Background: an optimization exercise with open tools, aiming at small area, a short achievable clock period and few clock cycles per item. Do not read the settings as production practice.
Only simulation tests tie the RTL to the original design; equivalence was not proved.
Power and IR drop assume default switching activity.

==> flow/design.v (outline; a module is shown in full before it is edited, if it fits) <==
// module fx_arith_top: 1140 lines
// module fx_fa: 10 lines
// module fx_ha: 9 lines
// module fx_hai: 9 lines
// module fx_mux2i: 8 lines
// module fx_nand2b: 7 lines
// module fx_nor2: 7 lines
// module fx_o22ai: 9 lines
// module fx_xnor2: 7 lines
module fx_arith_top (
  input  logic             clk,
  input  logic             rst_n,
  input  logic             in_valid,
  output logic             in_ready,
  input  fx_pkg::fx_word_t num_a,     
  input  fx_pkg::fx_word_t num_b,     
  input  logic             op_mul,
  output logic             out_valid,
  input  logic             out_ready,
  output fx_pkg::fx_word_t result,
  output logic             overflow,
  output logic             precision_lost
);
  // ...
==> flow/flow/run.sh <==
#!/bin/bash
# Own layout flow: the standard flow, with the design's one-gate modules
# (full and half adders, Booth select gates) given as the cells they stand
# for. Everything else, registers included, goes through the standard
# synthesis unchanged. Ports are buffered with plain buffers rather than
# delay cells, and the resizer may change a cell's footprint.
set -euo pipefail
work=$(pwd)
python3 flow/subst.py design.v flow/cells.v > design_cells.v 2> subst.log
bash standard.sh VERILOG_FILES="$work/design_cells.v" \
  BUFFER_PORTS_ARGS="-buffer_cell sky130_fd_sc_hd__buf_1" \
  MATCH_CELL_FOOTPRINT=0 finish > standard.log 2>&1
==> flow/flow/cells.v <==
// Cell-level bodies for the design's one-gate modules. flow/run.sh puts
// these in place of the RTL bodies before synthesis, so that each module
// becomes exactly the cell named here; the function is the same.
module fx_fa (input a, input b, input c, output s, output co);
  sky130_fd_sc_hd__fa_1 u (.A(a), .B(b), .CIN(c), .SUM(s), .COUT(co));
endmodule

module fx_ha (input a, input b, output s, output co);
  sky130_fd_sc_hd__ha_1 u (.A(a), .B(b), .SUM(s), .COUT(co));
endmodule

module fx_hai (input a, input b, output s, output co);
  sky130_fd_sc_hd__xnor2_1 us (.A(a), .B(b), .Y(s));
  sky130_fd_sc_hd__or2_1 uc (.A(a), .B(b), .X(co));
endmodule

module fx_aoi22 (input a, input b, input c, input d, output y);
  sky130_fd_sc_hd__a22oi_1 u (.A1(a), .A2(b), .B1(c), .B2(d), .Y(y));
endmodule

module fx_xor2 (input a, input b, output y);
  sky130_fd_sc_hd__xor2_1 u (.A(a), .B(b), .X(y));
endmodule

module fx_xnor2 (input a, input b, output y);
  sky130_fd_sc_hd__xnor2_1 u (.A(a), .B(b), .Y(y));
endmodule

module fx_nand2 (input a, input b, output y);
  sky130_fd_sc_hd__nand2_1 u (.A(a), .B(b), .Y(y));
endmodule

module fx_mux2i (input a0, input a1, input s, output y);
  sky130_fd_sc_hd__mux2i_1 u (.A0(a0), .A1(a1), .S(s), .Y(y));
endmodule

module fx_o22ai (input a1, input a2, input b1, input b2, output y);
  sky130_fd_sc_hd__o22ai_1 u (.A1(a1), .A2(a2), .B1(b1), .B2(b2), .Y(y));
endmodule

module fx_nor2 (input a, input b, output y);
  sky130_fd_sc_hd__nor2_1 u (.A(a), .B(b), .Y(y));
endmodule

module fx_nand2b (input a_n, input b, output y);
  sky130_fd_sc_hd__nand2b_1 u (.A_N(a_n), .B(b), .Y(y));
endmodule
==> flow/flow/subst.py <==
#!/usr/bin/env python3
"""subst.py DESIGN CELLS: DESIGN with every module that CELLS defines taken
out, and CELLS appended, on stdout."""
import re
import sys

design = open(sys.argv[1]).read()
cells = open(sys.argv[2]).read()
names = re.findall(r'^\s*module\s+(\w+)', cells, re.M)
for n in names:
    pat = re.compile(r'^\s*module\s+' + n + r'\b.*?^\s*endmodule\b[^\n]*\n?', re.M | re.S)
    design, k = pat.subn('', design)
    print(f'{n}: replaced {k}', file=sys.stderr)
sys.stdout.write(design + '\n' + cells)
==> flow/standard.sh <==
#!/bin/bash
# synth_recipe.tcl (not shown) runs the flow's synth.tcl, then flattens the netlist and writes it again
# the make line also repeats each setting of config.mk as NAME=value (left out here)
make -C /OpenROAD-flow-scripts/flow DESIGN_CONFIG=/design/flow/config.mk WORK_HOME=/design/flow/orfs CLKGATE_MAP_FILE= SYNTH_SCRIPT=/design/flow/synth_recipe.tcl "${@:-finish}"
==> flow/config.mk <==
export PLATFORM = sky130hd
export DESIGN_NAME = fx_arith_top
export DESIGN_NICKNAME = fx_arith_top
export VERILOG_FILES = /design/flow/design.v
export SDC_FILE = /design/flow/constraint.sdc
export NUM_CORES = 4
export LEC_CHECK = 0
export ABC_AREA = 1
export CAP_MARGIN = 20
export CORE_MARGIN = 2
export CORE_UTILIZATION = 40
export CTS_BUF_LIST = sky130_fd_sc_hd__clkbuf_4 sky130_fd_sc_hd__clkbuf_8
export SETUP_SLACK_MARGIN = 1.8
export SLEW_MARGIN = 20
==> flow/constraint.sdc <==
create_clock -name core_clock -period 5.5 [get_ports {clk}]
set_input_delay 1.1000 -clock core_clock [delete_from_list [all_inputs] [get_ports {clk}]]
set_output_delay 1.1000 -clock core_clock [all_outputs]
set_load 0.01 [all_outputs]
==> results.toml, run 1 <==
[status]
outcome = "no timing/DRC/antenna violations"

[placement]
numPortBuffers = 56
gpl.final_weighted_congestion = 0.8960
placed_area_mm2 = 0.009978

[floorplan]
start_util_pct = 40.97
tapcell_cnt = 285

[hold_path]
worst_hold_path.endpoint = "out_valid"
hold_path_startpoint = "v1"

[synth]
post_synth_fa_ha_maj_area_fraction_pct = 28.99
postSynthNetCount = 1091
synth-compound-area-share_pct = 9.588
synth_most_common_cell = "xnor2_1"
syn-mean-instance-area_um2 = 10.28

[setup_path]
worst_path_largest_cell_delay_ps = 780
timing.critical_path.to = "sum_x[10]"
critical_path.most_common_cell = "fa_1"
crit_type = "reg2reg"
crit_slowest_cell = "edfxtp_1"

[route]
detailroute.wirelength.met2_mm = 11.26
met3WireLength_mm = 1.919
detailedRoute.firstIterationViolations = 621

[finish]
layout.cells.most_common = "xnor2_1"
antenna_cells_inserted = 0
sh_seq_area_pct = 21.76
layout_common_cells = "xnor2_1, o22ai_1, fa_1"
inverters = 95
final_nets = 1281
signal_buffer_area_fraction_pct = 12.03

[clock_tree]
cts_buffers = 9
clock_network_latency_to_the_later_pin_of_the_worst_skew_pair_ps = 380
tritoncts = "yes"
clock_sink_count = 82

[pwr]
vdd_ir_drop_max_uv = 206.8
swShare_pct = 46.78

[sta]
fin_worst_skew_ps = 12.34
setup_ws_ps = 1886
hold_viol_final = 0
max_freq_mhz = 276.7

[grt]
number_of_antenna_violations_at_the_first_check_in_global_routing = 0
Testbench counts, summed over its fixed seeds: cycles 12,016, items 12,000.
==> run 2: changes to the inputs <==
--- a/flow/config.mk
+++ b/flow/config.mk
@@ -10,5 +10,5 @@
 export CORE_MARGIN = 2
 export CORE_UTILIZATION = 40
 export CTS_BUF_LIST = sky130_fd_sc_hd__clkbuf_4 sky130_fd_sc_hd__clkbuf_8
-export SETUP_SLACK_MARGIN = 1.8
+export SETUP_SLACK_MARGIN = 1.2
 export SLEW_MARGIN = 20
==> results.toml, run 2 <==
[grt]
pin_count_of_the_biggest_net_entering_global_routing = 43
number_of_antenna_violations_at_the_first_check_in_global_routing = 0
grt_pass1_vias = 7027
remaining_global_route_overflow = 0
grt_pass1_wl_mm = 38.14
grt_util_all_layers_pct = 20.26

[synth]
postSynthNetCount = 1091
synth.cells.most_frequent = "xnor2_1, o22ai_1, fa_1, nand2_1, inv_1"
synthCells = 905
yosysWarnings = 1
synth_area_mm2 = 0.009304
postSynthRegisterBits = 82
synth_most_common_cell = "xnor2_1"
synthTopCellsByArea = "edfxtp_1, fa_1, xnor2_1"
synth_mux_area_share_pct = 3.685
syn-mean-instance-area_um2 = 10.28
synth_simple_gate_area_share_pct = 10.42
synth_largest_area_cell = "edfxtp_1"
post_synth_fa_ha_maj_area_fraction_pct = 28.99
synth_cell_types = 25
synthXorXnorAreaFrac_pct = 17.23
dominant_combinational_cell_family_by_area_after_synthesis = "adder cells"
synth-compound-area-share_pct = 9.588
sequential_element_share_of_the_synthesized_area_pct = 26.25
synth-edff-count = 80
top_area_cell_type_share_of_the_netlist_area_pct = 25.82
dominantRegCellSynth = "edfxtp_1"
async_flop_share_pct = 0

[finish]
largestRegisters = "an_q: 16 flops, sum_x: 16 flops, sum_y: 16 flops"
final_nets = 1171
antenna_cells_inserted = 0
syn2layout_area_growth_pct = 9.144
drive_gt1_share_pct = 4.444
finalInstanceArea_mm2 = 0.01015
layout_common_cells = "xnor2_1, o22ai_1, fa_1"
layout.cells.most_common = "xnor2_1"

[route]
wl_mm = 23.16
vias = 6869
drt_first_pass_iters = 5
remaining_drc_errors = 0
mean_routed_wirelength_per_cell_um = 18.17
postRouteAntennaNets = 0
detailedRoute.firstIterationViolations = 557
vias_per_cell = 5.387

[setup_path]
crit_family = "adder cells"
rr_endpoint = "sum_x[10]"
required_ps = 5690
crit_slowest_cell = "edfxtp_1"
launch_point_of_the_worst_reg_to_reg_path = "an_q[8]"
crit_type = "reg2reg"
start_kind = "flop"
critical_path.n_buffers_inverters = 1
critical_path.cell_chain = "buf_4 > o22ai_1 > xnor2_1 > fa_1 > fa_1 > fa_1 > fa_1 > mux2i_1"
rr_worst_depth = 8
worst_path_largest_cell_delay_ps = 800
endpoint_kind = "flop"
rrSetupSlack_ps = 1710
cp.arrival_ps = 3980
critical_path.max_fanout = 12
critical_path.most_common_cell = "fa_1"

[clock_tree]
cts_root_buffer = "clkbuf_8"
cts_hold_repair.buffers = 0
post_cts_resized = 0
cts-htree-levels = 3
clock_network_latency_to_the_later_pin_of_the_worst_skew_pair_ps = 390
cts_buffers = 9
clock_path_buffers = 2
clock_sink_count = 82
tritoncts = "yes"
clk_pin_slew_ps = 90
cts_post_setup_buffers_inserted = 0

[hold_path]
worst_hold_path.num_cells = 2
hold_path_startpoint = "v1"
hp-class = "reg2reg"
worst_hold_path.endpoint = "out_valid"

[floorplan]
start_util_pct = 40.97
rows = 55
io_pins = 57
die_area_mm2 = 0.02450
chipHeight_um = 156.5
floorplan.die.width_um = 156.5
core_area_mm2 = 0.02271

[sta]
layout_min_cycle_time_ps = 3790
post-route-period-util_pct = 68.90
grt_setup_unrepaired = "false"
timing.final.setup_violations = 0
max-slew-margin-rel_pct = 41.63
fin_worst_skew_ps = 15.66
slew_violations = 0
hold_viol_final = 0
max_slew.worst_pin.slew_ps = 875.6
max_freq_mhz = 263.9
setup_total_negative_slack_ps = 0

[placement]
detailedPlacementHpwl_mm = 17.14
numPortBuffers = 56
gpl.final_weighted_congestion = 0.8875
placed_area_mm2 = 0.009973

[pwr]
cellPowerDensity_mw_per_mm2 = 500.4
cellLeakagePower_nw = 3.962
vdd_ir_drop_max_uv = 195.8

[status]
outcome = "no timing/DRC/antenna violations"

[run]
max_cap_violations = 0
## run 2: cell counts after synthesis
No cell type changed its count.
## run 2: final cells by class
type | count | area, um2
Clock buffer | 9 | 123.9
Clock inverter | 7 | 57.56
Fill cell | 2204 | 12550
Inverter | 95 | 356.6
Multi-Input combinational cell | 728 | 6510
Sequential cell | 82 | 2442
Tap cell | 285 | 356.6
Timing Repair Buffer | 69 | 307.8
## run 2: cell families (layout without fill, tap and decap cells)
kind of cell | Yosys count | count (layout)
mux | 34 | 34
flops | 82 | 82
compound gates | 147 | 147
fa+ha+maj | 149 | 149
buf+inv | 95 | 180
xor+xnor | 183 | 183
simple gates | 215 | 215
## run 2: how the worst max path moves through the flow
stage | startpoint | to | slack [ps] | cells after the start
after global routing | on_q[4] | ovf_nc[0] | 1500 | 9
final | an_q[8] | sum_x[10] | 1710 | 8
after global placement | on_q[4] | ovf_nc[0] | 1780 | 9
after floorplan | bn_q[7] | ovf_nc[0] | 1720 | 8
after CTS | on_q[4] | ovf_nc[0] | 1750 | 9
after detailed placement | an_q[13] | ovf_nc[0] | 1750 | 9
## run 2: report_power, final
group / total [mW] / switching, mW / internal, mW
clock: 0.422 / 0.250 / 0.172
combinational: 3.55 / 2.00 / 1.55
sequential: 1.11 / 0.169 / 0.938
## run 2: per-layer routing
layer | share of wire (%) | vias up | track usage, %
met5 | 0 | - | 0
met4 | 1.9 | 0 | 5.679
met3 | 8.0 | 29 | 3.739
met2 | 44 | 271 | 31.03
met1 | 46 | 3325 | 29.45
li1 | - | 3244 | -
## run 2: worst min-delay path, stage by stage (launching register included)
cell and delay [ps]:
dfxtp_1 330, inv_1 50, a21oi_1 50
## run 2: through the flow
stage,setup slack [ps],hold slack (ps),utilization [%],instances,power [mW]
4_1_cts,1749,472.0,44.72,1275,5.145
3_5_place_dp,1750,455.5,43.92,1259,4.697
5_1_grt,1505,506.3,44.72,1275,5.728
3_3_place_gp,1776,449.9,43.92,1259,4.640
6_report,1710,468.3,44.72,1275,5.081
2_1_floorplan,1717,426.7,-,905,3.744
==> run 3: changes to the inputs <==
==> flow/flow/run.sh (replaced) <==
#!/bin/bash
# Own layout flow: the standard flow, with the design's one-gate modules
# (full and half adders, Booth select gates, multiplexers) given as the
# cells they stand for. Everything else, registers included, goes through
# the standard synthesis unchanged. Ports are buffered with plain buffers
# rather than delay cells, the resizer may change a cell's footprint, and
# after global placement each register output with a large fanout gets a
# buffer (flow/bufregs.tcl).
set -euo pipefail
work=$(pwd)
python3 flow/subst.py design.v flow/cells.v > design_cells.v 2> subst.log
bash standard.sh VERILOG_FILES="$work/design_cells.v" \
  BUFFER_PORTS_ARGS="-buffer_cell sky130_fd_sc_hd__buf_1" \
  MATCH_CELL_FOOTPRINT=0 \
  POST_GLOBAL_PLACE_TCL="$work/flow/bufregs.tcl" finish > standard.log 2>&1
==> flow/flow/bufregs.tcl (new file) <==
# After global placement: give every register output that drives many pins a
# buffer of its own, so that the register (a weak edfxtp_1) drives one pin
# and the buffer drives the rest.
set nbuf 0
foreach inst [get_cells *] {
  if { [get_property $inst ref_name] ne "sky130_fd_sc_hd__edfxtp_1" } { continue }
  set q [get_pins -of_objects $inst -filter "direction == output"]
  set net [get_nets -of_objects $q]
  set loads [get_pins -of_objects $net -filter "direction == input"]
  if { [llength $loads] > 6 } {
    insert_buffer -buffer_cell sky130_fd_sc_hd__buf_4 -net [get_full_name $net]
    incr nbuf
  }
}
puts "bufregs: buffered $nbuf register outputs"
==> results.toml, run 3 <==
[grt]
pin_count_of_the_biggest_net_entering_global_routing = 43
grt_util_all_layers_pct = 20.07
remaining_global_route_overflow = 0
number_of_antenna_violations_at_the_first_check_in_global_routing = 0
grt_pass1_wl_mm = 37.91
grt_pass1_vias = 7001

[synth]
sequential_element_share_of_the_synthesized_area_pct = 26.25
synth_area_mm2 = 0.009304
top_area_cell_type_share_of_the_netlist_area_pct = 25.82
synth-edff-count = 80
yosysWarnings = 1
synth_cell_types = 25
postSynthRegisterBits = 82
postSynthNetCount = 1091
synth_most_common_cell = "xnor2_1"
synthCells = 905
async_flop_share_pct = 0
synth_largest_area_cell = "edfxtp_1"
synth.cells.most_frequent = "xnor2_1, o22ai_1, fa_1, nand2_1, inv_1"
syn-mean-instance-area_um2 = 10.28
synthTopCellsByArea = "edfxtp_1, fa_1, xnor2_1"
dominantRegCellSynth = "edfxtp_1"

[setup_path]
timing.critical_path.from = "an_q[8]"
crit_type = "reg2reg"
worst_path_largest_cell_delay_ps = 530
start_kind = "flop"
rr_endpoint = "sum_x[10]"
timing.critical_path.to = "sum_x[10]"
crit_slowest_cell = "fa_1"
rr_worst_depth = 9
cp.arrival_ps = 3710
critical_path.most_common_cell = "fa_1"
required_ps = 5660
critical_path.cell_chain = "buf_4 > buf_4 > o22ai_1 > xnor2_1 > fa_1 > fa_1 > fa_1 > fa_1 > mux2i_1"
critical_path.max_fanout = 12
launch_point_of_the_worst_reg_to_reg_path = "an_q[8]"
rrSetupSlack_ps = 1960
endpoint_kind = "flop"

[pwr]
vdd_ir_drop_max_uv = 193.2
swShare_pct = 47.00
p_seq_share_pct = 19.2
cellPowerDensity_mw_per_mm2 = 492.1
pwr-share-clk_pct = 9.1
total_switching_power_mw = 2.424
cellLeakagePower_nw = 4.166
power.combinational.fraction_pct = 71.8
cellInternalPower_mw = 2.733

[route]
drt_first_pass_iters = 5
remaining_drc_errors = 0
vias_per_cell = 5.333
vias = 7013
wl_mm = 23.27
mean_routed_wirelength_per_cell_um = 17.70
detailedRoute.firstIterationViolations = 584
postRouteAntennaNets = 0

[finish]
fill_cell_instance_count_of_the_final_layout = 2180
antenna_cells_inserted = 0
layout.cells.most_common = "xnor2_1"
syn2layout_area_growth_pct = 12.63
final_nets = 1211
drive_gt1_share_pct = 8.252
layout_common_cells = "xnor2_1, o22ai_1, fa_1"
post-route-util_pct = 46.14
largestRegisters = "an_q: 16 flops, sum_x: 16 flops, sum_y: 16 flops"

[clock_tree]
tritoncts = "yes"
clock_network_latency_to_the_later_pin_of_the_worst_skew_pair_ps = 380
clk_pin_slew_ps = 100
post_cts_resized = 0
cts_root_buffer = "clkbuf_8"
cts_post_setup_buffers_inserted = 0
clock_path_buffers = 2
cts_buffers = 9
cts-htree-levels = 3
cts_hold_repair.buffers = 0
clock_sink_count = 82

[run]
max_cap_violations = 0

[floorplan]
die_area_mm2 = 0.02450
floorplan.die.width_um = 156.5
start_util_pct = 40.97
rows = 55
io_pins = 57
core_area_mm2 = 0.02271
chipHeight_um = 156.5

[sta]
layout_min_cycle_time_ps = 3543
setup_total_negative_slack_ps = 0
slew_violations = 0
post-route-period-util_pct = 64.41
hold_viol_final = 0
fin_worst_skew_ps = 14.53
grt_setup_unrepaired = "false"
max-slew-margin-rel_pct = 58.49
max_slew.worst_pin.slew_ps = 622.6
timing.final.setup_violations = 0
max_freq_mhz = 282.3

[hold_path]
hold_path_startpoint = "v1"
hp-class = "reg2reg"

[placement]
numPortBuffers = 56
detailedPlacementHpwl_mm = 17.22

[status]
outcome = "no timing/DRC/antenna violations"
run 3: cell counts after synthesis:
No cell type changed its count.
run 3: through the flow:
step	power, mW	setup WS [ps]	hold WS, ps	instance area, um2	instances
6_report	5.157	1957	470.4	10480	1315
5_1_grt	5.798	1829	500.4	10480	1315
4_1_cts	5.208	1997	470.5	10480	1315
3_5_place_dp	4.719	2034	454.2	10270	1299
3_3_place_gp	4.640	1776	449.9	9973	1259
2_1_floorplan	3.744	1717	426.7	9304	905
run 3: cell families (layout without fill, tap and decap cells):
family	count (synthesis)	in the layout	share of synthesized area, %
simple gates	215	215	10.42
xor+xnor	183	183	17.23
fa+ha+maj	149	149	28.99
compound gates	147	147	9.589
buf+inv	95	220	3.833
flops	82	82	26.25
mux	34	34	3.685
run 3: worst min-delay path by stage:
stage	end	depth (start not counted)
after floorplan	out_valid	2
after global placement	out_valid	2
after detailed placement	out_valid	2
after CTS	out_valid	2
after global routing	out_valid	2
final	out_valid	2
run 3: area by class of cell:
type / instances / area [um2] / area share, %
clock buffers: 10 / 131.4 / 1.254
clock inverters: 6 / 73.82 / 0.7045
inverters: 95 / 356.6 / 3.403
multi-input cells: 728 / 6510 / 62.13
flip-flops and latches: 82 / 2442 / 23.31
well taps: 285 / 356.6 / 3.403
repair buffers: 109 / 608.1 / 5.803
run 3: power groups by stage:
stage / registers [mW] / logic, mW / clock network (mW)
after global routing: 1.01 / 4.29 / 0.496
after detailed placement: 1.00 / 3.71 / 0
after global placement: 1.11 / 3.53 / 0
final: 0.988 / 3.70 / 0.469
after CTS: 0.991 / 3.74 / 0.479
after floorplan: 1.07 / 2.67 / 0
run 3: layer usage:
metal / wire length (um) / share of wire [%] / track usage [%] / vias up
li1: - / - / - / 3330
met1: 10620 / 46 / 28.94 / 3387
met2: 10420 / 45 / 30.56 / 268
met3: 1842 / 7.9 / 4.071 / 28
met4: 385 / 1.7 / 5.985 / 0
met5: 0 / 0 / 0 / -
run 3: worst max-delay path, delay by kind of cell, from the launching register on:
kind | cells | cell delay, ps
flip-flops | 1 | 380
adder cells (fa/ha/maj) | 4 | 1910
buffers and inverters | 2 | 410
AO/OA/AOI/OAI | 1 | 180
multiplexers | 1 | 300
XOR/XNOR | 1 | 150
==> run 4: changes to the inputs <==
--- a/flow/config.mk
+++ b/flow/config.mk
@@ -10,5 +10,6 @@
 export CORE_MARGIN = 2
 export CORE_UTILIZATION = 40
 export CTS_BUF_LIST = sky130_fd_sc_hd__clkbuf_4 sky130_fd_sc_hd__clkbuf_8
+export GPL_TIMING_DRIVEN = 0
 export SETUP_SLACK_MARGIN = 1.2
 export SLEW_MARGIN = 20
==> results.toml, run 4 <==
[status]
outcome = "no timing/DRC/antenna violations"

[setup_path]
worst_path_largest_cell_delay_ps = 510
critical_path.max_fanout = 17
critical_path.cell_chain = "buf_4 > o22ai_1 > xnor2_1 > fa_1 > fa_1 > fa_1 > fa_1 > ha_1 > a21oi_1 > a31oi_1"
crit_type = "reg2reg"
critical_path.n_buffers_inverters = 1
endpoint_kind = "flop"
required_ps = 5620
crit_family = "adder cells"
critical_path.most_common_cell = "fa_1"
crit_slowest_cell = "fa_1"
launch_point_of_the_worst_reg_to_reg_path = "on_q[4]"
cp.arrival_ps = 3740
start_kind = "flop"
timing.critical_path.from = "on_q[4]"

[clock_tree]
clock_path_buffers = 2
cts_buffers = 9
cts_post_setup_buffers_inserted = 0
clock_sink_count = 82
cts_root_buffer = "clkbuf_8"
clk_pin_slew_ps = 100
cts-htree-levels = 3
cts_hold_repair.buffers = 0
clock_network_latency_to_the_later_pin_of_the_worst_skew_pair_ps = 400
tritoncts = "yes"
post_cts_resized = 0

[synth]
syn-mean-instance-area_um2 = 10.28
synth_cell_types = 25
synth.cells.most_frequent = "xnor2_1, o22ai_1, fa_1, nand2_1, inv_1"
synth_largest_area_cell = "edfxtp_1"
postSynthNetCount = 1091
synth-edff-count = 80
synth_most_common_cell = "xnor2_1"
top_area_cell_type_share_of_the_netlist_area_pct = 25.82
sequential_element_share_of_the_synthesized_area_pct = 26.25
async_flop_share_pct = 0
synth_area_mm2 = 0.009304
synthTopCellsByArea = "edfxtp_1, fa_1, xnor2_1"
yosysWarnings = 1
dominantRegCellSynth = "edfxtp_1"
synthCells = 905
postSynthRegisterBits = 82

[grt]
grt_pass1_wl_mm = 37.78
grt_pass1_vias = 7040
number_of_antenna_violations_at_the_first_check_in_global_routing = 0
pin_count_of_the_biggest_net_entering_global_routing = 36
remaining_global_route_overflow = 0
grt_util_all_layers_pct = 20.06

[route]
wl_mm = 23.14
mean_routed_wirelength_per_cell_um = 17.73
vias = 7109
detailedRoute.firstIterationViolations = 629
vias_per_cell = 5.448
postRouteAntennaNets = 0
remaining_drc_errors = 0
drt_first_pass_iters = 5

[floorplan]
rows = 55
die_area_mm2 = 0.02450
io_pins = 57
start_util_pct = 40.97
floorplan.die.width_um = 156.5
core_area_mm2 = 0.02271
chipHeight_um = 156.5

[finish]
syn2layout_area_growth_pct = 12.06
layout.cells.most_common = "xnor2_1"
largestRegisters = "an_q: 16 flops, sum_x: 16 flops, sum_y: 16 flops"
drive_gt1_share_pct = 7.451
final_cells = 1305
fill_cell_instance_count_of_the_final_layout = 2192
antenna_cells_inserted = 0
final_nets = 1201
post-route-util_pct = 45.91
layout_common_cells = "xnor2_1, o22ai_1, fa_1"

[sta]
slew_violations = 0
fin_worst_skew_ps = 23.76
hold_viol_final = 0
grt_setup_unrepaired = "false"
timing.final.setup_violations = 0
layout_min_cycle_time_ps = 3617
setup_ws_ps = 1883
max-slew-margin-rel_pct = 57.60
setup_total_negative_slack_ps = 0
max_slew.worst_pin.slew_ps = 636.0
post-route-period-util_pct = 65.76
max_freq_mhz = 276.5

[pwr]
power.combinational.fraction_pct = 71.8
pwr-share-clk_pct = 8.9
cellInternalPower_mw = 2.669
vdd_ir_drop_max_uv = 168.2
p_seq_share_pct = 19.3
total_switching_power_mw = 2.424
cellLeakagePower_nw = 4.129
swShare_pct = 47.60
cellPowerDensity_mw_per_mm2 = 488.5

[hold_path]
hold_path_startpoint = "v1"
hp-class = "reg2reg"

[placement]
placed_cells = 1289
numPortBuffers = 56
post-place-ws_ps = 1945
detailedPlacementHpwl_mm = 15.86

[run]
max_cap_violations = 0
[run 4: cell counts after synthesis]
Identical to the previous run, type by type.
[run 4: per-layer routing]
layer | share of wire, % | up-vias | GRT usage, %
li1 | - | 3319 | -
met5 | 0 | - | 0
met2 | 46 | 326 | 31.93
met4 | 1.5 | 0 | 5.767
met1 | 44 | 3435 | 28.15
met3 | 8.3 | 29 | 3.572
[run 4: power groups by stage]
stage	Clock, mW	Combinational [mW]	Sequential (mW)
2_1_floorplan	0	2.67	1.07
3_3_place_gp	0	3.42	1.15
3_5_place_dp	0	3.68	1.00
4_1_cts	0.459	3.69	0.987
5_1_grt	0.485	4.20	1.00
6_report	0.453	3.66	0.983
[run 4: cells by family after synthesis]
kind of cell | share of synthesized area, %
compound gates | 9.589
simple gates | 10.42
flops | 26.25
fa+ha+maj | 28.99
buf+inv | 3.833
mux | 3.685
xor+xnor | 17.23
[run 4: final timing paths]
kind / end / slack (ps) / cells after the start
max: ovf_nc[0] / 1880 / 10
min: out_valid / 480 / 2
max reg2reg: ovf_nc[0] / 1880 / 10
min reg2reg: out_valid / 480 / 2
[run 4: final cells by class]
| type | instances | area, um2 | area share (%) |
|---|---|---|---|
| clock buffers | 10 | 137.6 | 1.320 |
| multi-input cells | 728 | 6513 | 62.46 |
| clock inverters | 6 | 55.05 | 0.5280 |
| well taps | 285 | 356.6 | 3.420 |
| repair buffers | 99 | 565.5 | 5.424 |
| flip-flops and latches | 82 | 2442 | 23.43 |
| inverters | 95 | 356.6 | 3.420 |
[run 4: metrics by stage]
| stage | power (mW) | hold slack, ps | instance area (um2) |
|---|---|---|---|
| 2_1_floorplan | 3.744 | 426.7 | 9304 |
| 3_3_place_gp | 4.568 | 432.0 | 9871 |
| 3_5_place_dp | 4.679 | 468.9 | 10230 |
| 4_1_cts | 5.140 | 482.6 | 10430 |
| 5_1_grt | 5.689 | 499.6 | 10430 |
| 6_report | 5.094 | 476.7 | 10430 |
[run 4: worst reg2reg max path, stage by stage, from the launching register on]
cell and delay (ps):
edfxtp_1 390, buf_4 240, o22ai_1 220, xnor2_1 160, fa_1 460, fa_1 410
fa_1 510, fa_1 410, ha_1 300, a21oi_1 130, a31oi_1 120
==> run 5: changes to the inputs <==
==> flow/config.mk (replaced) <==
export PLATFORM = sky130hd
export DESIGN_NAME = fx_arith_top
export DESIGN_NICKNAME = fx_arith_top
export VERILOG_FILES = /design/flow/design.v
export SDC_FILE = /design/flow/constraint.sdc
export NUM_CORES = 4
export LEC_CHECK = 0
export ABC_AREA = 0
export CAP_MARGIN = 20
export CORE_MARGIN = 2
export CORE_UTILIZATION = 40
export CTS_BUF_LIST = sky130_fd_sc_hd__clkbuf_4 sky130_fd_sc_hd__clkbuf_8
export SETUP_SLACK_MARGIN = 2.1
export SLEW_MARGIN = 20
==> results.toml, run 5 <==
[synth]
synth_most_common_cell = "xnor2_1"
synth-compound-area-share_pct = 13.74
synth_area_mm2 = 0.009126
async_flop_share_pct = 0
syn-mean-instance-area_um2 = 11.37
post_synth_fa_ha_maj_area_fraction_pct = 29.56
synthCells = 803
postSynthRegisterBits = 82
yosysWarnings = 1
synthXorXnorAreaFrac_pct = 18.33
dominant_combinational_cell_family_by_area_after_synthesis = "adder cells"
postSynthNetCount = 989
synth_mux_area_share_pct = 3.619
synth-edff-count = 80
synth.cells.most_frequent = "xnor2_1, o22ai_1, fa_1, edfxtp_1, inv_1"
top_area_cell_type_share_of_the_netlist_area_pct = 26.32
dominantRegCellSynth = "edfxtp_1"
synthTopCellsByArea = "edfxtp_1, fa_1, xnor2_1"
sequential_element_share_of_the_synthesized_area_pct = 26.76
synth_simple_gate_area_share_pct = 6.019
synth_largest_area_cell = "edfxtp_1"
synth_cell_types = 47

[pwr]
cellLeakagePower_nw = 3.942
vdd_ir_drop_max_uv = 216.9
cellPowerDensity_mw_per_mm2 = 500.3

[floorplan]
start_util_pct = 40.56
core_area_mm2 = 0.02250
io_pins = 57
die_area_mm2 = 0.02404
rows = 55
floorplan.die.width_um = 155.1
chipHeight_um = 155.1

[route]
mean_routed_wirelength_per_cell_um = 18.99
vias_per_cell = 5.573
detailedRoute.firstIterationViolations = 627
drt_first_pass_iters = 5
remaining_drc_errors = 0
vias = 6799
wl_mm = 23.16
postRouteAntennaNets = 0

[clock_tree]
cts_hold_repair.buffers = 0
cts_buffers = 9
tritoncts = "yes"
clock_path_buffers = 2
cts_root_buffer = "clkbuf_8"
clk_pin_slew_ps = 90
clock_sink_count = 82
cts-htree-levels = 3
clock_network_latency_to_the_later_pin_of_the_worst_skew_pair_ps = 390

[hold_path]
hp-class = "reg2reg"
hold_path_startpoint = "v1"

[placement]
detailedPlacementHpwl_mm = 16.94
numPortBuffers = 56

[finish]
syn2layout_area_growth_pct = 18.73
layout.cells.most_common = "xnor2_1"
drive_gt1_share_pct = 18.07
final_nets = 1117
largestRegisters = "an_q: 16 flops, sum_x: 16 flops, sum_y: 16 flops"
antenna_cells_inserted = 0
layout_common_cells = "xnor2_1, o22ai_1, edfxtp_1"

[grt]
number_of_antenna_violations_at_the_first_check_in_global_routing = 0
gr-usage-met1_pct = 29.65
grt.met2_usage_pct = 30.71
pin_count_of_the_biggest_net_entering_global_routing = 42
remaining_global_route_overflow = 0
grt_busiest_layer = "met2"
grtUsageMet3_pct = 3.008
grt_util_all_layers_pct = 20.21
grt_pass1_vias = 6885
grt_pass1_wl_mm = 38.09

[sta]
grt_setup_unrepaired = "true"
slew_violations = 0
max_freq_mhz = 265.0
fin_worst_skew_ps = 11.41
setup_total_negative_slack_ps = 0
max_slew.worst_pin.slew_ps = 709.8
layout_min_cycle_time_ps = 3774
max-slew-margin-rel_pct = 52.68
hold_viol_final = 0
post-route-period-util_pct = 68.61
timing.final.setup_violations = 0
fin_hold_ws_ps = 535.8

[setup_path]
timing.critical_path.from = "carry8"
endpoint_kind = "output port"
rrSetupSlack_ps = 1890
start_kind = "flop"
crit_type = "reg2out"
critical_path.max_fanout = 3
launch_point_of_the_worst_reg_to_reg_path = "an_q[15]"
required_ps = 4400
cp.arrival_ps = 2670

[run]
max_cap_violations = 0

[status]
outcome = "no timing/DRC/antenna violations"
## run 5: per-layer routing
metal,up-vias,wire length (um)
li1,3155,-
met1,3332,10720
met2,265,10280
met3,47,1506
met4,0,657
met5,-,0
## run 5: final timing paths
kind / end / cells after the start
max reg2reg: ovf_nc[0] / 10
max: result[10] / 9
min reg2reg: out_valid / 1
min: out_valid / 1
## run 5: what timing repair did
action	4_1_cts	5_1_grt
resized for setup	44	62
pin swaps	18	23
setup endpoints to repair	15	30
gates cloned	0	0
buffers inserted	9	0
## run 5: area by class of cell
type	count	area (um2)
clock buffers	9	123.9
clock inverters	6	75.07
fillers	2037	11670
inverters	47	176.4
multi-input cells	673	6900
flip-flops and latches	82	2442
well taps	285	356.6
repair buffers	118	760.7
## run 5: critical path: stages (launching register included)
cell and delay, ps:
edfxtp_1 410, fa_2 430, inv_2 70, fa_2 200, nand2b_4 130, a21oi_4 70, o41a_1 390, a2111o_1 390
nand4_1 70, buf_2 140
## run 5: cells by family after synthesis
group	Yosys count
mux	33
buf+inv	48
xor+xnor	191
flops	82
simple gates	111
compound gates	189
fa+ha+maj	149
## run 5: through the flow
stage | utilization [%] | worst slack (ps) | total power, mW | std cells | area [um2]
after floorplan | - | 1562 | 3.708 | 803 | 9166
after detailed placement | 45.02 | 1765 | 4.672 | 1196 | 10130
final | 48.15 | 1726 | 5.421 | 1220 | 10840
after global placement | 43.75 | 1590 | 4.617 | 1158 | 9844
after global routing | 48.15 | 1592 | 6.008 | 1220 | 10840
after CTS | 46.83 | 1696 | 5.359 | 1220 | 10540
## run 5: power breakdown
| part | internal (mW) | switching [mW] |
|---|---|---|
| logic | 1.87 | 2.10 |
| clock network | 0.214 | 0.244 |
| registers | 0.933 | 0.0540 |
| total | 3.02 | 2.40 |
==> run 6: changes to the inputs <==
--- a/flow/config.mk
+++ b/flow/config.mk
@@ -5,10 +5,11 @@
 export SDC_FILE = /design/flow/constraint.sdc
 export NUM_CORES = 4
 export LEC_CHECK = 0
-export ABC_AREA = 0
+export ABC_AREA = 1
 export CAP_MARGIN = 20
 export CORE_MARGIN = 2
-export CORE_UTILIZATION = 40
+export CORE_UTILIZATION = 60
 export CTS_BUF_LIST = sky130_fd_sc_hd__clkbuf_4 sky130_fd_sc_hd__clkbuf_8
+export PLACE_DENSITY = 0.75
 export SETUP_SLACK_MARGIN = 2.1
 export SLEW_MARGIN = 20
==> results.toml, run 6 <==
[status]
outcome = "no timing/DRC/antenna violations"

[setup_path]
rr_endpoint = "ovf_nc[0]"
start_kind = "flop"
timing.critical_path.from = "on_q[4]"
critical_path.cell_chain = "buf_6 > o22ai_4 > xnor2_2 > fa_1 > fa_2 > fa_1 > fa_1 > ha_1 > a21oi_1 > a31oi_1"
cp.arrival_ps = 3550
crit_type = "reg2reg"
critical_path.max_fanout = 5
rr_worst_depth = 10
required_ps = 5640
launch_point_of_the_worst_reg_to_reg_path = "on_q[4]"
rrSetupSlack_ps = 2100
timing.critical_path.to = "ovf_nc[0]"
endpoint_kind = "flop"
critical_path.most_common_cell = "fa_1"
crit_slowest_cell = "fa_1"
worst_path_largest_cell_delay_ps = 500

[sta]
max-slew-margin-rel_pct = 58.71
fin_worst_skew_ps = 22.27
fin_hold_ws_ps = 451.2
timing.final.setup_violations = 0
grt_setup_unrepaired = "true"
max_freq_mhz = 293.7
slew_violations = 0
hold_viol_final = 0
setup_ws_ps = 2095
post-route-period-util_pct = 61.91
layout_min_cycle_time_ps = 3405
max_slew.worst_pin.slew_ps = 619.4
setup_total_negative_slack_ps = 0

[clock_tree]
cts_root_buffer = "clkbuf_8"
cts_hold_repair.buffers = 0
clock_sink_count = 82
clock_path_buffers = 2
tritoncts = "yes"
clock_network_latency_to_the_later_pin_of_the_worst_skew_pair_ps = 390
cts-htree-levels = 3
cts_buffers = 9
clk_pin_slew_ps = 110

[finish]
finalInstanceArea_mm2 = 0.01059
layout.cells.most_common = "xnor2_1"
final_cells = 1219
largestRegisters = "an_q: 16 flops, sum_x: 16 flops, sum_y: 16 flops"
layout_common_cells = "xnor2_1, o22ai_1, nand2_1"
syn2layout_area_growth_pct = 13.85
post-route-util_pct = 69.68
final_nets = 1212
antenna_cells_inserted = 0
drive_gt1_share_pct = 12.80

[synth]
synth_cell_types = 25
synth-edff-count = 80
sequential_element_share_of_the_synthesized_area_pct = 26.25
synth_largest_area_cell = "edfxtp_1"
synth.cells.most_frequent = "xnor2_1, o22ai_1, fa_1, nand2_1, inv_1"
dominantRegCellSynth = "edfxtp_1"
yosysWarnings = 1
synthCells = 905
top_area_cell_type_share_of_the_netlist_area_pct = 25.82
synthTopCellsByArea = "edfxtp_1, fa_1, xnor2_1"
syn-mean-instance-area_um2 = 10.28
synth_area_mm2 = 0.009304
postSynthNetCount = 1091
synth_most_common_cell = "xnor2_1"
async_flop_share_pct = 0
postSynthRegisterBits = 82

[run]
max_cap_violations = 0

[floorplan]
core_area_mm2 = 0.01520
floorplan.die.width_um = 128.5
start_util_pct = 61.20
chipHeight_um = 128.5
rows = 45
die_area_mm2 = 0.01652
io_pins = 57

[route]
remaining_drc_errors = 0
mean_routed_wirelength_per_cell_um = 18.85
vias = 7296
postRouteAntennaNets = 0
wl_mm = 22.98
vias_per_cell = 5.985
drt_first_pass_iters = 5
detailedRoute.firstIterationViolations = 788

[placement]
post-place-ws_ps = 1881
numPortBuffers = 56
detailedPlacementHpwl_mm = 16.66
placed_area_mm2 = 0.01018
placed_cells = 1201

[grt]
grt_pass1_wl_mm = 37.14
grt_util_all_layers_pct = 29.40
pin_count_of_the_biggest_net_entering_global_routing = 43
remaining_global_route_overflow = 0
grt_pass1_vias = 7392
number_of_antenna_violations_at_the_first_check_in_global_routing = 0

[pwr]
vdd_ir_drop_max_uv = 262.7
cellPowerDensity_mw_per_mm2 = 499.0
design_power_total_mw = 5.286
cellLeakagePower_nw = 4.222

[hold_path]
hp-class = "reg2reg"
run 6: cell types whose count changed in the layout (fill, tap and decap cells not counted), moves of 8 or more:
cell	before	now
o22ai_2	17	9
buf_2	10	1
o22ai_1	100	110
xnor2_2	11	2
xor2_1	11	19
fa_1	78	90
nand2_1	19	100
fa_2	33	21
inv_1	46	92
run 6: layout make-up:
cell class | instances | area [um2]
sequential | 82 | 2442
fill | 1134 | 4609
clock inverter | 7 | 81.33
clock buffer | 9 | 123.9
inverter | 95 | 356.6
multi-input combinational | 728 | 6683
tap | 188 | 235.2
timing repair buffer | 110 | 670.6
run 6: cells by family after synthesis:
kind of cell | synth area share (%)
flops | 26.25
xor+xnor | 17.23
buf+inv | 3.833
fa+ha+maj | 28.99
compound gates | 9.589
simple gates | 10.42
mux | 3.685
run 6: where the power goes:
part	total [mW]	leakage [nW]	switching (mW)	internal (mW)
logic	3.83	3.27	2.17	1.65
clock network	0.471	0.102	0.253	0.218
registers	0.987	0.853	0.0513	0.935
run 6: worst min-delay path by stage:
stage               start         to  slack (ps)  cells after the start
finish                 v1  out_valid         450                      2
global route           v1  out_valid         490                      2
detailed placement     v1  out_valid         450                      2
global placement       v1  out_valid         450                      2
CTS                    v1  out_valid         460                      2
floorplan              v1  out_valid         430                      2
run 6: critical path: cells and delay by family, from the launching register on:
kind / cells / cell delay (ps)
buffers and inverters: 1 / 160
AOI/OAI and AO/OA: 3 / 390
adders and majority gates: 5 / 2070
xor gates and xnor gates: 1 / 130
DFF: 1 / 430
run 6: layer usage:
metal | vias to the layer above | track usage (%) | share of wire, %
met5 | - | 0 | 0
met3 | 86 | 5.489 | 9.0
met2 | 411 | 48.56 | 47
li1 | 3344 | - | -
met1 | 3455 | 39.00 | 40
met4 | 0 | 11.32 | 3.4
run 6: what timing repair did:
action,4_1_cts,5_1_grt
setup endpoints to repair,6,19
pin swaps,3,15
resized for setup,16,35
buffers inserted,1,1
==> run 7: changes to the inputs <==
--- a/flow/config.mk
+++ b/flow/config.mk
@@ -8,8 +8,8 @@
 export ABC_AREA = 1
 export CAP_MARGIN = 20
 export CORE_MARGIN = 2
-export CORE_UTILIZATION = 60
+export CORE_UTILIZATION = 70
 export CTS_BUF_LIST = sky130_fd_sc_hd__clkbuf_4 sky130_fd_sc_hd__clkbuf_8
-export PLACE_DENSITY = 0.75
+export PLACE_DENSITY = 0.85
 export SETUP_SLACK_MARGIN = 2.1
 export SLEW_MARGIN = 20
==> results.toml, run 7 <==
[floorplan]
chipHeight_um = 119.3
core_area_mm2 = 0.01309
die_area_mm2 = 0.01423
floorplan.die.width_um = 119.3
start_util_pct = 71.10
io_pins = 57
rows = 42

[finish]
antenna_cells_inserted = 0
drive_gt1_share_pct = 15.94
largestRegisters = "an_q: 16 flops, sum_x: 16 flops, sum_y: 16 flops"
seq_area_mm2 = 0.002442
layout_common_cells = "xnor2_1, o22ai_1, nand2_1"
layout.cells.most_common = "xnor2_1"
multiInputGateArea_mm2 = 0.006860
syn2layout_area_growth_pct = 15.94
final_cells = 1211
final_nets = 1216
fill_cell_instance_count_of_the_final_layout = 705

[setup_path]
endpoint_kind = "flop"
crit_type = "reg2reg"
start_kind = "flop"
rr_worst_depth = 11
rrSetupSlack_ps = 1820
cp.arrival_ps = 3830
launch_point_of_the_worst_reg_to_reg_path = "on_q[4]"
critical_path.max_fanout = 5
crit_slowest_cell = "fa_1"
rr_endpoint = "ovf_nc[0]"
crit_family = "adder cells"
critical_path.most_common_cell = "fa_1"
required_ps = 5650
critical_path.n_buffers_inverters = 2
worst_path_largest_cell_delay_ps = 550
critical_path.cell_chain = "buf_6 > buf_4 > o22ai_1 > xnor2_1 > or2_1 > fa_2 > fa_1 > fa_1 > ha_4 > a21oi_2 > a31oi_1"

[sta]
max_slew.worst_pin.slew_ps = 618.4
post-route-period-util_pct = 66.90
hold_viol_final = 0
fin_worst_skew_ps = 14.73
slew_violations = 0
layout_min_cycle_time_ps = 3679
timing.final.setup_violations = 0
max-slew-margin-rel_pct = 58.77
grt_setup_unrepaired = "true"
setup_total_negative_slack_ps = 0
max_freq_mhz = 271.8
fin_hold_ws_ps = 500.0

[grt]
number_of_antenna_violations_at_the_first_check_in_global_routing = 0
grt_pass1_wl_mm = 38.77
pin_count_of_the_biggest_net_entering_global_routing = 44
remaining_global_route_overflow = 0
grt_pass1_vias = 7589
grt_util_all_layers_pct = 35.87

[clock_tree]
clock_path_buffers = 2
cts-htree-levels = 3
clock_network_latency_to_the_later_pin_of_the_worst_skew_pair_ps = 400
cts_root_buffer = "clkbuf_8"
clk_pin_slew_ps = 100
clock_sink_count = 82
cts_buffers = 9
tritoncts = "yes"

[synth]
async_flop_share_pct = 0
synthTopCellsByArea = "edfxtp_1, fa_1, xnor2_1"
postSynthRegisterBits = 82
synth-edff-count = 80
top_area_cell_type_share_of_the_netlist_area_pct = 25.82
dominantRegCellSynth = "edfxtp_1"
synthCells = 905
yosysWarnings = 1
synth.cells.most_frequent = "xnor2_1, o22ai_1, fa_1, nand2_1, inv_1"
postSynthNetCount = 1091
synth_area_mm2 = 0.009304
synth_largest_area_cell = "edfxtp_1"
synth_cell_types = 25
synth_most_common_cell = "xnor2_1"
sequential_element_share_of_the_synthesized_area_pct = 26.25
syn-mean-instance-area_um2 = 10.28

[route]
detailedRoute.firstIterationViolations = 1075
wl_mm = 26.10
postRouteAntennaNets = 0
drt_first_pass_iters = 8
mean_routed_wirelength_per_cell_um = 21.55
vias = 7834
vias_per_cell = 6.469
remaining_drc_errors = 0

[placement]
detailedPlacementHpwl_mm = 17.08
numPortBuffers = 56
placed_cells = 1187

[pwr]
vdd_ir_drop_max_uv = 280.0
cellLeakagePower_nw = 4.285
cellPowerDensity_mw_per_mm2 = 518.7

[hold_path]
hold_path_startpoint = "v1"
worst_hold_path.endpoint = "out_valid"
hp-class = "reg2reg"
worst_hold_path.num_cells = 2

[status]
outcome = "no timing/DRC/antenna violations"

[run]
max_cap_violations = 0
[run 7: cell counts after synthesis]
Identical to the previous run, type by type.
[run 7: per-layer routing]
layer / vias up / share of wire, % / track usage, %
li1: 3347 / - / -
met1: 3641 / 35 / 44.49
met2: 675 / 47 / 59.12
met3: 171 / 12 / 8.477
met4: 0 / 6.2 / 18.01
met5: - / 0 / 0
[run 7: layout make-up]
type | count | share of cell area, %
multi-input cells | 728 | 63.60
flip-flops and latches | 82 | 22.64
repair buffers | 114 | 6.380
inverters | 95 | 3.306
well taps | 176 | 2.042
clock buffers | 9 | 1.148
clock inverters | 7 | 0.8816
[run 7: power breakdown]
group	internal [mW]	switching [mW]
sequential	0.936	0.0564
combinational	1.78	2.33
clock	0.223	0.268
total	2.94	2.66
[run 7: stage by stage]
stage	setup slack [ps]	cell area, um2	power [mW]	util [%]
after detailed placement	1988	10150	4.714	77.55
after CTS	2084	10480	5.243	80.12
after floorplan	1809	9336	3.764	-
after global placement	1899	9884	4.524	75.54
final	1821	10790	5.596	82.43
after global routing	1762	10790	6.085	82.43
[run 7: tightest hold or removal path, cell delays in order, from the launching register on]
cell	delay, ps
dfxtp_1	330
inv_1	60
a21oi_1	70
[run 7: how the worst max path moves through the flow]
stage                     cells after the start      from        end  slack (ps)
after CTS                                    10   an_q[9]  ovf_nc[0]        2080
after global routing                         11   on_q[4]  ovf_nc[0]        1760
after detailed placement                     10   on_q[4]  ovf_nc[0]        1990
after floorplan                               8   bn_q[7]  ovf_nc[0]        1810
after global placement                        9  an_q[11]  ovf_nc[0]        1900
final                                        11   on_q[4]  ovf_nc[0]        1820
[run 7: cells by family after synthesis]
family	count (synthesis)	synth area share [%]
buffers and inverters	95	3.833
muxes	34	3.685
adders and majority gates	149	28.99
AOI/OAI and AO/OA	147	9.589
DFF	82	26.25
xor gates and xnor gates	183	17.23
and+or+nand+nor	215	10.42
[run 7: what timing repair did]
| action | 4_1_cts | 5_1_grt |
|---|---|---|
| pin swaps | 3 | 19 |
| resized for setup | 19 | 62 |
| setup buffers | 6 | 2 |
| setup endpoints to repair | 10 | 22 |
| hold buffers | 0 | 0 |
| hold endpoints to repair | 0 | 0 |
==> run 8: changes to the inputs <==
--- a/flow/config.mk
+++ b/flow/config.mk
@@ -8,8 +8,8 @@
 export ABC_AREA = 1
 export CAP_MARGIN = 20
 export CORE_MARGIN = 2
-export CORE_UTILIZATION = 70
+export CORE_UTILIZATION = 50
 export CTS_BUF_LIST = sky130_fd_sc_hd__clkbuf_4 sky130_fd_sc_hd__clkbuf_8
-export PLACE_DENSITY = 0.85
+export PLACE_DENSITY = 0.7
 export SETUP_SLACK_MARGIN = 2.1
 export SLEW_MARGIN = 20
==> results.toml, run 8 <==
[setup_path]
endpoint_kind = "flop"
crit_family = "adder cells"
critical_path.most_common_cell = "fa_1"
critical_path.n_buffers_inverters = 1
rr_worst_depth = 10
cp.arrival_ps = 3620
rrSetupSlack_ps = 2020
worst_path_largest_cell_delay_ps = 520
rr_endpoint = "ovf_nc[0]"
launch_point_of_the_worst_reg_to_reg_path = "on_q[4]"
start_kind = "flop"
crit_type = "reg2reg"
required_ps = 5640
timing.critical_path.from = "on_q[4]"
critical_path.max_fanout = 8
timing.critical_path.to = "ovf_nc[0]"
critical_path_cell_count = 10
crit_slowest_cell = "fa_1"
critical_path.cell_chain = "buf_12 > o22ai_4 > xnor2_2 > fa_1 > fa_2 > fa_1 > fa_1 > ha_1 > a21oi_1 > a31oi_1"

[pwr]
cellPowerDensity_mw_per_mm2 = 499.7
cellLeakagePower_nw = 4.236
vdd_ir_drop_max_uv = 214.8
design_power_total_mw = 5.358

[floorplan]
io_pins = 57
chipHeight_um = 140.4
core_area_mm2 = 0.01809
floorplan.die.width_um = 140.4
die_area_mm2 = 0.01972
rows = 49
start_util_pct = 51.44

[clock_tree]
clock_network_latency_to_the_later_pin_of_the_worst_skew_pair_ps = 400
clock_sink_count = 82
cts_buffers = 9
clk_pin_slew_ps = 90
clock_path_buffers = 2
cts_root_buffer = "clkbuf_8"
tritoncts = "yes"
cts-htree-levels = 3

[grt]
remaining_global_route_overflow = 0
grt_util_all_layers_pct = 24.11
pin_count_of_the_biggest_net_entering_global_routing = 44
grt_pass1_wl_mm = 37.19
number_of_antenna_violations_at_the_first_check_in_global_routing = 0
grt_pass1_vias = 7266

[sta]
max-slew-margin-rel_pct = 58.09
post-route-period-util_pct = 63.36
max_freq_mhz = 287.0
layout_min_cycle_time_ps = 3485
hold_viol_final = 0
max_slew.worst_pin.slew_ps = 628.7
fin_worst_skew_ps = 16.78
timing.final.setup_violations = 0
grt_setup_unrepaired = "true"
slew_violations = 0
setup_total_negative_slack_ps = 0
setup_ws_ps = 2015

[finish]
post-route-util_pct = 59.29
syn2layout_area_growth_pct = 15.25
drive_gt1_share_pct = 14.13
largestRegisters = "an_q: 16 flops, sum_x: 16 flops, sum_y: 16 flops"
final_nets = 1214
fill_cell_instance_count_of_the_final_layout = 1544
layout_common_cells = "xnor2_1, o22ai_1, nand2_1"
layout.cells.most_common = "xnor2_1"
antenna_cells_inserted = 0

[synth]
top_area_cell_type_share_of_the_netlist_area_pct = 25.82
postSynthRegisterBits = 82
yosysWarnings = 1
synth_area_mm2 = 0.009304
dominantRegCellSynth = "edfxtp_1"
synth-edff-count = 80
async_flop_share_pct = 0
synthCells = 905
synth_largest_area_cell = "edfxtp_1"
postSynthNetCount = 1091
synthTopCellsByArea = "edfxtp_1, fa_1, xnor2_1"
synth.cells.most_frequent = "xnor2_1, o22ai_1, fa_1, nand2_1, inv_1"
synth_most_common_cell = "xnor2_1"
syn-mean-instance-area_um2 = 10.28
synth_cell_types = 25
sequential_element_share_of_the_synthesized_area_pct = 26.25

[status]
outcome = "no timing/DRC/antenna violations"

[placement]
numPortBuffers = 56
detailedPlacementHpwl_mm = 16.27
post-place-ws_ps = 2012

[route]
postRouteAntennaNets = 0
remaining_drc_errors = 0
wl_mm = 22.92
vias = 7172
mean_routed_wirelength_per_cell_um = 18.16
vias_per_cell = 5.683
detailedRoute.firstIterationViolations = 825
drt_first_pass_iters = 5

[hold_path]
hp-class = "reg2reg"
worst_hold_path.num_cells = 2

[run]
max_cap_violations = 0
-- run 8: cell count changes in the layout (fill, tap and decap cells not counted), moves of 3 or more --
| cell | before | now |
|---|---|---|
| buf_6 | 10 | 6 |
| ha_1 | 35 | 38 |
| o22ai_1 | 103 | 111 |
| o22ai_2 | 13 | 6 |
-- run 8: cell type report --
type	instances	area (um2)	area share, %
Clock inverter	6	73.82	0.6884
Multi-Input combinational cell	728	6761	63.06
Sequential cell	82	2442	22.78
Timing Repair Buffer	112	670.6	6.254
Clock buffer	10	131.4	1.225
Inverter	95	356.6	3.326
Tap cell	229	286.5	2.672
-- run 8: timing repair --
item	4_1_cts	5_1_grt
gates resized for setup	14	51
hold buffers	0	0
buffers inserted	3	1
hold endpoints to repair	0	0
setup endpoints to repair	6	20
pin swaps	2	22
-- run 8: logic make-up (layout without fill, tap and decap cells) --
kind of cell | Yosys count | after routing | share of synthesized area, %
buf+inv | 95 | 223 | 3.833
simple gates | 215 | 215 | 10.42
mux | 34 | 34 | 3.685
xor+xnor | 183 | 183 | 17.23
flops | 82 | 82 | 26.25
compound gates | 147 | 147 | 9.589
fa+ha+maj | 149 | 149 | 28.99
-- run 8: routing by layer --
layer / track usage [%] / vias to the layer above / share of wire, % / wire [um]
met3: 4.923 / 47 / 9.0 / 2072
met5: 0 / - / 0 / 0
met4: 6.911 / 0 / 2.0 / 451
met1: 32.98 / 3441 / 42 / 9634
li1: - / 3338 / - / -
met2: 39.19 / 346 / 47 / 10760
-- run 8: stage by stage --
stage	cells	instance area, um2	hold slack (ps)
final	1262	10720	471.9
after global routing	1262	10720	500.1
after CTS	1261	10520	471.1
after detailed placement	1242	10230	454.7
after global placement	1204	9943	448.3
after floorplan	905	9336	426.7
-- run 8: power by group --
group | leakage (nW) | switching, mW | internal [mW] | total, mW
Combinational | 3.28 | 2.21 | 1.68 | 3.89
Clock | 0.0988 | 0.255 | 0.221 | 0.476
Sequential | 0.853 | 0.0525 | 0.936 | 0.988
-- run 8: worst min-delay path: stages (launching register included) --
cell	delay [ps]
dfxtp_1	330
inv_1	50
a21oi_1	50
-- run 8: how the worst min path moves through the flow --
| stage | end | from | slack [ps] |
|---|---|---|---|
| 3_3_place_gp | out_valid | v1 | 450 |
| 5_1_grt | out_valid | v1 | 500 |
| 4_1_cts | out_valid | v1 | 470 |
| 6_report | out_valid | v1 | 470 |
| 2_1_floorplan | out_valid | v1 | 430 |
| 3_5_place_dp | out_valid | v1 | 450 |
==> run 9: changes to the inputs <==
--- a/flow/config.mk
+++ b/flow/config.mk
@@ -8,8 +8,7 @@
 export ABC_AREA = 1
 export CAP_MARGIN = 20
 export CORE_MARGIN = 2
-export CORE_UTILIZATION = 50
+export CORE_UTILIZATION = 40
 export CTS_BUF_LIST = sky130_fd_sc_hd__clkbuf_4 sky130_fd_sc_hd__clkbuf_8
-export PLACE_DENSITY = 0.7
 export SETUP_SLACK_MARGIN = 2.1
 export SLEW_MARGIN = 20
==> results.toml, run 9 <==
[floorplan]
start_util_pct = 40.97
chipHeight_um = 156.5
core_area_mm2 = 0.02271
floorplan.die.width_um = 156.5
io_pins = 57
rows = 55
die_area_mm2 = 0.02450

[route]
vias = 7046
wl_mm = 23.60
remaining_drc_errors = 0
mean_routed_wirelength_per_cell_um = 17.79
detailedRoute.firstIterationViolations = 544
drt_first_pass_iters = 5
postRouteAntennaNets = 0
vias_per_cell = 5.310

[synth]
postSynthNetCount = 1091
synth_most_common_cell = "xnor2_1"
synthTopCellsByArea = "edfxtp_1, fa_1, xnor2_1"
synth_largest_area_cell = "edfxtp_1"
synth_cell_types = 25
yosysWarnings = 1
top_area_cell_type_share_of_the_netlist_area_pct = 25.82
sequential_element_share_of_the_synthesized_area_pct = 26.25
synthCells = 905
synth_area_mm2 = 0.009304
syn-mean-instance-area_um2 = 10.28
synth.cells.most_frequent = "xnor2_1, o22ai_1, fa_1, nand2_1, inv_1"
async_flop_share_pct = 0
synth-edff-count = 80
postSynthRegisterBits = 82
dominantRegCellSynth = "edfxtp_1"

[placement]
detailedPlacementHpwl_mm = 17.77
placed_cells = 1300
numPortBuffers = 56

[clock_tree]
cts_root_buffer = "clkbuf_8"
clock_network_latency_to_the_later_pin_of_the_worst_skew_pair_ps = 380
cts-htree-levels = 3
clk_pin_slew_ps = 100
clock_path_buffers = 2
tritoncts = "yes"
cts_hold_repair.buffers = 0
clock_sink_count = 82
cts_buffers = 9

[grt]
grt_pass1_wl_mm = 38.70
pin_count_of_the_biggest_net_entering_global_routing = 43
remaining_global_route_overflow = 0
number_of_antenna_violations_at_the_first_check_in_global_routing = 0
grt_util_all_layers_pct = 20.45
grt_pass1_vias = 7273

[sta]
fin_worst_skew_ps = 20.34
max_slew.worst_pin.slew_ps = 659.2
grt_setup_unrepaired = "true"
layout_min_cycle_time_ps = 3390
max_freq_mhz = 295.0
setup_total_negative_slack_ps = 0
max-slew-margin-rel_pct = 56.06
post-route-period-util_pct = 61.64
slew_violations = 0
hold_viol_final = 0
timing.final.setup_violations = 0

[setup_path]
crit_type = "reg2reg"
rrSetupSlack_ps = 2110
worst_path_largest_cell_delay_ps = 460
start_kind = "flop"
critical_path.n_buffers_inverters = 1
critical_path.max_fanout = 7
critical_path.cell_chain = "buf_12 > o22ai_4 > xnor2_2 > fa_1 > fa_2 > fa_1 > fa_1 > ha_1 > a21oi_1 > a31oi_1"
endpoint_kind = "flop"
crit_slowest_cell = "fa_1"
critical_path.most_common_cell = "fa_1"
required_ps = 5620
cp.arrival_ps = 3510
crit_family = "adder cells"

[pwr]
pwr-share-clk_pct = 7.7
cellInternalPower_mw = 2.807
total_switching_power_mw = 2.484
power.combinational.fraction_pct = 73.6
p_seq_share_pct = 18.7
swShare_pct = 46.95
cellPowerDensity_mw_per_mm2 = 485.7
vdd_ir_drop_max_uv = 178.7
cellLeakagePower_nw = 4.295

[finish]
fill_cell_instance_count_of_the_final_layout = 2136
drive_gt1_share_pct = 15.26
post-route-util_pct = 47.97
layout.cells.most_common = "xnor2_1"
largestRegisters = "an_q: 16 flops, sum_x: 16 flops, sum_y: 16 flops"
syn2layout_area_growth_pct = 17.09
layout_common_cells = "xnor2_1, o22ai_1, nand2_1"
final_cells = 1327
final_nets = 1223
antenna_cells_inserted = 0

[hold_path]
hp-class = "reg2reg"

[status]
outcome = "no timing/DRC/antenna violations"

[run]
max_cap_violations = 0
-- run 9: cells by family after synthesis --
group / synth area share [%]
multiplexers: 3.685
flip-flops: 26.25
buffers and inverters: 3.833
XOR/XNOR: 17.23
AO/OA/AOI/OAI: 9.589
AND/OR/NAND/NOR: 10.42
adder cells (fa/ha/maj): 28.99
-- run 9: worst min-delay path: cells and delay by family, from the launching register on --
family	cells	cell delay [ps]
compound gates	1	50
flops	1	330
buf+inv	1	50
-- run 9: metrics by stage --
stage	instance area, um2	setup slack [ps]	power, mW	hold slack, ps
3_3_place_gp	10010	1775	4.684	448.2
6_report	10890	2110	5.292	468.0
3_5_place_dp	10310	1955	4.764	453.5
4_1_cts	10620	2070	5.224	469.0
5_1_grt	10890	2016	5.925	496.7
2_1_floorplan	9336	1809	3.764	426.7
-- run 9: what timing repair did --
item / CTS / global route
buffers inserted: 5 / 6
pin swaps: 4 / 10
setup endpoints to repair: 8 / 20
resized for setup: 19 / 50
-- run 9: layer usage --
layer	track usage (%)	up-vias	part of all wire, %
met5	0	-	0
met4	6.291	0	1.8
met3	2.631	26	6.4
met2	32.77	237	46
met1	29.03	3427	45
li1	-	3356	-
-- run 9: worst paths after layout --
kind	to	from	cells past startpoint
hold / removal	out_valid	v1	2
setup reg to reg	ovf_nc[0]	an_q[15]	10
setup / recovery	ovf_nc[0]	an_q[15]	10
hold reg to reg	out_valid	v1	2
-- run 9: power groups by stage --
stage	Combinational, mW	Clock, mW	Sequential [mW]
finish	3.89	0.407	0.989
global route	4.47	0.445	1.01
CTS	3.81	0.420	0.992
detailed placement	3.76	0	1.00
global placement	3.57	0	1.11
floorplan	2.69	0	1.07
-- run 9: final cells by class --
class	count	area [um2]	area share (%)
timing repair buffer	121	773.2	7.098
tap	285	356.6	3.273
clock inverter	6	48.80	0.4479
multi-input combinational	728	6785	62.28
clock buffer	10	131.4	1.206
sequential	82	2442	22.42
inverter	95	356.6	3.273
==> run 10: changes to the inputs <==
--- a/flow/flow/bufregs.tcl
+++ b/flow/flow/bufregs.tcl
@@ -8,7 +8,7 @@
   set net [get_nets -of_objects $q]
   set loads [get_pins -of_objects $net -filter "direction == input"]
   if { [llength $loads] > 6 } {
-    insert_buffer -buffer_cell sky130_fd_sc_hd__buf_4 -net [get_full_name $net]
+    insert_buffer -buffer_cell sky130_fd_sc_hd__buf_2 -net [get_full_name $net]
     incr nbuf
   }
 }
==> results.toml, run 10 <==
[setup_path]
critical_path.most_common_cell = "fa_1"
required_ps = 5630
critical_path.n_buffers_inverters = 1
rr_worst_depth = 10
critical_path_cell_count = 10
critical_path.cell_chain = "buf_12 > o22ai_4 > xnor2_2 > fa_1 > fa_2 > fa_1 > fa_1 > ha_4 > a21oi_1 > a31oi_1"
cp.arrival_ps = 3540
crit_family = "adder cells"
crit_slowest_cell = "fa_1"
critical_path.max_fanout = 8
start_kind = "flop"
worst_path_largest_cell_delay_ps = 540
rrSetupSlack_ps = 2090
crit_type = "reg2reg"
endpoint_kind = "flop"

[route]
drt_first_pass_iters = 5
detailedRoute.firstIterationViolations = 556
mean_routed_wirelength_per_cell_um = 17.76
remaining_drc_errors = 0
vias_per_cell = 5.331
vias = 7047
postRouteAntennaNets = 0
wl_mm = 23.48

[grt]
grt_pass1_wl_mm = 38.50
grt_util_all_layers_pct = 20.31
number_of_antenna_violations_at_the_first_check_in_global_routing = 0
remaining_global_route_overflow = 0
grt_pass1_vias = 7317
pin_count_of_the_biggest_net_entering_global_routing = 43

[pwr]
power.combinational.fraction_pct = 73.6
total_switching_power_mw = 2.510
design_power_total_mw = 5.334
cellLeakagePower_nw = 4.270
vdd_ir_drop_max_uv = 216.1
p_seq_share_pct = 18.5
cellPowerDensity_mw_per_mm2 = 491.7
cellInternalPower_mw = 2.825
swShare_pct = 47.04
pwr-share-clk_pct = 7.9

[clock_tree]
clk_pin_slew_ps = 100
clock_sink_count = 82
cts_hold_repair.buffers = 0
clock_network_latency_to_the_later_pin_of_the_worst_skew_pair_ps = 390
cts-htree-levels = 3
cts_root_buffer = "clkbuf_8"
clock_path_buffers = 2
tritoncts = "yes"
cts_buffers = 9

[sta]
max-slew-margin-rel_pct = 57.66
layout_min_cycle_time_ps = 3411
slew_violations = 0
post-route-period-util_pct = 62.01
max_slew.worst_pin.slew_ps = 635.2
max_freq_mhz = 293.2
hold_viol_final = 0
timing.final.setup_violations = 0
setup_total_negative_slack_ps = 0
fin_worst_skew_ps = 21.15
setup_ws_ps = 2089
grt_setup_unrepaired = "true"

[finish]
layout_common_cells = "xnor2_1, o22ai_1, nand2_1"
antenna_cells_inserted = 0
final_nets = 1218
syn2layout_area_growth_pct = 16.61
drive_gt1_share_pct = 15.33
largestRegisters = "an_q: 16 flops, sum_x: 16 flops, sum_y: 16 flops"
final_cells = 1322
layout.cells.most_common = "xnor2_1"

[synth]
synth_cell_types = 25
synth-edff-count = 80
syn-mean-instance-area_um2 = 10.28
synth_area_mm2 = 0.009304
top_area_cell_type_share_of_the_netlist_area_pct = 25.82
postSynthNetCount = 1091
synth_most_common_cell = "xnor2_1"
synthCells = 905
postSynthRegisterBits = 82
synthTopCellsByArea = "edfxtp_1, fa_1, xnor2_1"
dominantRegCellSynth = "edfxtp_1"
yosysWarnings = 1
sequential_element_share_of_the_synthesized_area_pct = 26.25
async_flop_share_pct = 0
synth.cells.most_frequent = "xnor2_1, o22ai_1, fa_1, nand2_1, inv_1"
synth_largest_area_cell = "edfxtp_1"

[placement]
numPortBuffers = 56
post-place-ws_ps = 1872
detailedPlacementHpwl_mm = 17.67
placed_cells = 1300

[run]
max_cap_violations = 0

[floorplan]
io_pins = 57
start_util_pct = 40.97
chipHeight_um = 156.5
die_area_mm2 = 0.02450
floorplan.die.width_um = 156.5
core_area_mm2 = 0.02271
rows = 55

[hold_path]
hp-class = "reg2reg"
worst_hold_path.num_cells = 2

[status]
outcome = "no timing/DRC/antenna violations"
-- run 10: cell types whose count changed in the layout (fill, tap and decap cells not counted), sizes merged --
| cell | change |
|---|---|
| clkbuf | +13 |
| inv | +1 |
| buf | -19 |
| clkinv | +2 |
| clkinvlp | -2 |
-- run 10: metrics by stage --
stage | util, % | cell area (um2) | hold WS, ps
global route | 47.77 | 10850 | 496.6
finish | 47.77 | 10850 | 469.2
global placement | 44.09 | 10010 | 448.2
floorplan | - | 9336 | 426.7
detailed placement | 44.98 | 10210 | 453.9
CTS | 46.49 | 10560 | 469.9
-- run 10: worst paths after layout --
check | startpoint | end
hold reg to reg | v1 | out_valid
setup reg to reg | an_q[15] | ovf_nc[0]
hold / removal | v1 | out_valid
setup / recovery | an_q[15] | ovf_nc[0]
-- run 10: repair_timing --
action | CTS | global route
buffers inserted | 3 | 3
pin swaps | 4 | 14
gates resized for setup | 47 | 76
setup endpoints to repair | 13 | 27
-- run 10: layout make-up --
| type | instances | area, um2 |
|---|---|---|
| sequential | 82 | 2442 |
| inverter | 95 | 356.6 |
| clock buffer | 9 | 123.9 |
| tap | 285 | 356.6 |
| fill | 2121 | 11860 |
| timing repair buffer | 116 | 694.4 |
| multi-input combinational | 728 | 6817 |
| clock inverter | 7 | 58.81 |
-- run 10: kinds of logic after synthesis --
kind of cell             share of synthesized area (%)
AO/OA/AOI/OAI                                    9.589
XOR/XNOR                                         17.23
adder cells (fa/ha/maj)                          28.99
buffers and inverters                            3.833
flip-flops                                       26.25
multiplexers                                     3.685
AND/OR/NAND/NOR                                  10.42
-- run 10: worst min-delay path, delay by kind of cell (launching register included) --
kind,cells,cell delay (ps)
flops,1,330
buf+inv,1,50
compound gates,1,50
-- run 10: metal layers --
layer / wire (um) / up-vias / track usage, %
met3: 1570 / 42 / 3.046
met2: 10820 / 261 / 32.18
li1: - / 3345 / -
met1: 10520 / 3399 / 28.58
met4: 564 / 0 / 6.903
met5: 0 / - / 0
-- run 10: power groups by stage --
| stage | Sequential, mW | Combinational (mW) | Clock [mW] |
|---|---|---|---|
| 2_1_floorplan | 1.07 | 2.69 | 0 |
| 3_3_place_gp | 1.11 | 3.57 | 0 |
| 3_5_place_dp | 1.00 | 3.74 | 0 |
| 4_1_cts | 0.991 | 3.80 | 0.431 |
| 5_1_grt | 1.01 | 4.50 | 0.456 |
| 6_report | 0.988 | 3.93 | 0.419 |

Re-timed with assumed drivers on the ports (clkbuf_16 on the clock, buf_2 on other inputs), run 10 has 2.089 ns of setup slack against 2.089 ns with ideal ports, and 2.089 ns once port delays also move by the mid clock arrival of 0.417 ns.
